Background: an optimization exercise with open tools, aiming at small area. Do not read the settings as production practice.
RTL that was checked went through simulation tests only; none was proved equivalent to the original.
Power figures rest on the tool's default switching activity, not on a simulated workload.

## conv_acc
module conv_acc
(
    input  logic        clk,
    input  logic        arst_n,
    input  logic        wb_cyc,
    input  logic        wb_stb,
    input  logic        wb_we,
    input  logic [1:0]  wb_adr,
    input  logic [31:0] wb_dat_i,
    output logic        wb_ack,
    output logic [31:0] wb_dat_o
);
Size: ~740 cells after synthesis, ~280 flip-flops, roughly 0.012 sq mm of cells after synthesis.
==> module conv_acc, before the edit <==
module conv_acc
(
    input  logic        clk,
    input  logic        arst_n,
    input  logic        wb_cyc,
    input  logic        wb_stb,
    input  logic        wb_we,
    input  logic [1:0]  wb_adr,
    input  logic [31:0] wb_dat_i,
    output logic        wb_ack,
    output logic [31:0] wb_dat_o
);
    logic        ack;
    logic        access;
    logic        wr_operand;
    logic        rd_result;
    logic        wr_clear;
    logic        push;
    logic        pop;
    logic        res_pop;
    logic        op_full;
    logic        op_empty_bus;
    logic        op_empty_pe;
    logic        res_empty;
    logic [3:0]  bus_lvl;
    logic [3:0]  credit;
    logic [1:0]  push_d;
    logic [4:0]  pop_d;
    logic [1:0]  rpop_d;
    logic [1:0]  pop_2;
    logic        push_2;
    logic        rpop_2;
    logic [2:0]  pe_lag;
    logic [2:0]  res_lag;
    logic        overflow;
    logic        underflow;
    logic        stat_q;
    logic        hit_q;
    logic [3:0]  count;
    logic [15:0] mem [16];
    logic [15:0] sel;
    logic [15:0] rdata;
    logic [15:0] result;
    assign access     = wb_cyc && wb_stb && !ack;
    assign wr_operand = access && wb_we && (wb_adr == 2'd0);
    assign rd_result  = access && !wb_we && (wb_adr == 2'd1);
    assign wr_clear   = access && wb_we && (wb_adr == 2'd3);
    assign pop_2   = {1'b0, pop_d[0]} + {1'b0, pop_d[1]};
    assign push_2  = push_d[0] | push_d[1];
    assign rpop_2  = rpop_d[0] | rpop_d[1];
    assign pe_lag  = {1'b0, pop_2} + {2'd0, push_2};
    assign res_lag = {1'b0, pop_2} + {2'd0, pop_d[2]} + {2'd0, pop_d[3]}
                   + {2'd0, pop_d[4]} + {2'd0, rpop_2};
    assign op_full      = bus_lvl[3];
    assign op_empty_bus = (bus_lvl == 4'd0);
    assign op_empty_pe  = (bus_lvl == {1'b0, pe_lag});
    assign res_empty    = (credit == {1'b0, res_lag});
    assign push    = wr_operand && !op_full;
    assign pop     = !op_empty_pe && !credit[3];
    assign res_pop = rd_result && !res_empty;
    assign hit_q   = rpop_d[0];
    assign count   = bus_lvl + credit - {2'd0, pop_2};
    always_ff @(posedge clk or negedge arst_n) begin
        if (!arst_n) begin
            ack     <= 1'b0;
            push_d  <= '0;
            pop_d   <= '0;
            rpop_d  <= '0;
            bus_lvl <= '0;
            credit  <= '0;
        end else begin
            ack     <= access;
            push_d  <= {push_d[0], push};
            pop_d   <= {pop_d[3:0], pop};
            rpop_d  <= {rpop_d[0], res_pop};
            bus_lvl <= bus_lvl + {3'd0, push} - {3'd0, pop_d[1]};
            credit  <= credit + {3'd0, pop} - {3'd0, rpop_d[1]};
        end
    end
    always_ff @(posedge clk) begin
        stat_q <= access && !wb_we && (wb_adr == 2'd2);
    end
    always_ff @(posedge clk or negedge arst_n) begin
        if (!arst_n) begin
            overflow  <= 1'b0;
            underflow <= 1'b0;
        end else if (wr_clear) begin
            overflow  <= 1'b0;
            underflow <= 1'b0;
        end else begin
            if (wr_operand && op_full) begin
                overflow <= 1'b1;
            end
            if (rd_result && res_empty) begin
                underflow <= 1'b1;
            end
        end
    end
    conv_mac u_mac (
        .a      (wb_dat_i[7:0]),
        .b      (wb_dat_i[15:8]),
        .p      (wb_dat_i[31:16]),
        .result (result)
    );
    always_ff @(posedge clk) begin
        if (push) begin
            mem[0] <= result;
            for (int i = 1; i < 16; i++) begin
                mem[i] <= mem[i - 1];
            end
        end
    end
    always_comb begin
        for (int i = 0; i < 16; i++) begin
            sel[i] = hit_q && (count == 4'(i + 1));
        end
    end
    always_comb begin
        rdata = '0;
        for (int i = 0; i < 16; i++) begin
            rdata = rdata | (mem[i] & {16{sel[i]}});
        end
    end
    assign wb_ack = ack;
    always_comb begin
        wb_dat_o       = '0;
        wb_dat_o[15:0] = rdata;
        wb_dat_o[3:0]  = rdata[3:0]
                       | ({4{stat_q}} & {!res_empty, op_empty_bus, underflow, overflow});
    end
endmodule
==> flow/config.mk <==
export PLATFORM = sky130hd
export DESIGN_NAME = conv_acc
export DESIGN_NICKNAME = conv_acc
export VERILOG_FILES = /design/flow/design.v
export SDC_FILE = /design/flow/constraint.sdc
export NUM_CORES = 4
export LEC_CHECK = 0
export CAP_MARGIN = 20
export CORE_MARGIN = 2
export CORE_UTILIZATION = 70
export SLEW_MARGIN = 20
==> flow/constraint.sdc <==
create_clock -name core_clock -period 7.0 [get_ports {clk}]
set_input_delay 1.4000 -clock core_clock [delete_from_list [all_inputs] [get_ports {clk}]]
set_output_delay 1.4000 -clock core_clock [all_outputs]
set_load 0.01 [all_outputs]
standard.sh (not shown) runs the stock make flow with config.mk's settings and CLKGATE_MAP_FILE= SYNTH_SCRIPT=/design/flow/synth_recipe.tcl, a recipe that flattens the netlist after the stock synthesis.
==> flow/flow/run.sh <==
#!/bin/bash
# The standard layout (standard.sh) with these changes:
#  - synthesis maps adders without the Kogge-Stone carry map and skips the
#    early ABC pass inside yosys synth, so the explicit adder tree is
#    extracted into full/half adder cells as written;
#  - the final ABC mapping uses an area-oriented script (flow/area.abc);
#  - ports are buffered with the smallest buffer instead of a delay buffer;
#  - clock tree: small clock buffers, small sink clusters, no dummy loads;
#  - the constant-zero outputs share one tie cell (from synthesis) instead of one each.
# make's full output is in flow.log, each step's in orfs/logs.
set -uo pipefail
here=$PWD
export SYNTH_OPERATIONS_ARGS="-noabc"
export BUFFER_PORTS_ARGS="-buffer_cell sky130_fd_sc_hd__buf_1"
export FLOW_SYNTH_TCL=$here/synth_recipe.tcl
export MY_ABC_SCRIPT=$here/flow/area.abc
export SKIP_REPAIR_TIE_FANOUT=1
export CTS_ARGS="-sink_clustering_enable -repair_clock_nets -dont_use_dummy_load -buf_list sky130_fd_sc_hd__clkbuf_4 -sink_clustering_size 10 -sink_clustering_max_diameter 35"
sed "s#SYNTH_SCRIPT=[^ ]*#SYNTH_SCRIPT=$here/flow/my_synth.tcl#" standard.sh > my_standard.sh
bash my_standard.sh > flow.log 2>&1
==> flow/flow/area.abc <==
&get -n
&st
&dch
&nf -R 1000
&put
==> flow/flow/my_synth.tcl <==
# Wraps the standard flow's synthesis script; only the final ABC mapping script changes
# (area-oriented &dch/&nf mapping of the combinational logic). Registers,
# their names and cell types are left exactly as the standard synthesis.
proc abc {args} {
  set i [lsearch -exact $args -script]
  if {$i >= 0} { lset args [expr {$i + 1}] $::env(MY_ABC_SCRIPT) }
  yosys abc {*}$args
}
source $::env(FLOW_SYNTH_TCL)
Edit:
--- a/flow/design.v
+++ b/flow/design.v
@@ -311,24 +311,29 @@
     assign push    = wr_operand && !op_full;
     assign pop     = !op_empty_pe && !credit[3];
     assign res_pop = rd_result && !res_empty;
     assign hit_q   = rpop_d[0];
-    assign count   = bus_lvl + credit - {2'd0, pop_2};
     always_ff @(posedge clk or negedge arst_n) begin
         if (!arst_n) begin
             ack     <= 1'b0;
             push_d  <= '0;
             pop_d   <= '0;
             rpop_d  <= '0;
             bus_lvl <= '0;
             credit  <= '0;
+            count   <= '0;
         end else begin
             ack     <= access;
             push_d  <= {push_d[0], push};
             pop_d   <= {pop_d[3:0], pop};
             rpop_d  <= {rpop_d[0], res_pop};
             bus_lvl <= bus_lvl + {3'd0, push} - {3'd0, pop_d[1]};
             credit  <= credit + {3'd0, pop} - {3'd0, rpop_d[1]};
+            if (push) begin
+                count <= count + 4'd1;
+            end else if (hit_q) begin
+                count <= count - 4'd1;
+            end
         end
     end
     always_ff @(posedge clk) begin
         stat_q <= access && !wb_we && (wb_adr == 2'd2);
After rerunning:
- The changed run went through all stages and came out clean
- setup slack gains 0.050 ns
- cell count grows by 1.3%
- fmax goes up by 0.74%
- hold slack got worse by 0.052 ns
- power falls by 13%
For the second run of this note, only the layout was checked, not whether the RTL still works.

==> separate check: timing with driven ports <==
The flow's constraints put no driver on any port. The routed layouts listed below were extracted and timed again, unchanged, in two steps. Step 1, drivers: a clkbuf_16 drives clk and a buf_2 each remaining input, both assumed. Step 2 times the ports against the registers' clock, not the clock port: input delays grow and output delays shrink by t, the midpoint of the rising clock arrivals with the driver on. a / b / c = ideal ports / drivers / drivers and shift; a / b = the first two.
run	t (ns)	setup WS [ns]	latest minus earliest clock arrival (ns)	slew at the worst register clock pin (ns)	pins driven straight from the clock port
the first run	0.631	0.228 / 0.196 / -0.319	0.039 / 0.038	0.10 / 0.10	1
the second run	0.623	0.278 / 0.297 / -0.325	0.136 / 0.135	0.10 / 0.10	1
With both steps, setup timing fails in the first run and the second run, where it was met with ideal ports. For the second run, which loses most, drivers alone change the setup slack by +0.019 ns; drivers and shift together by -0.603 ns.
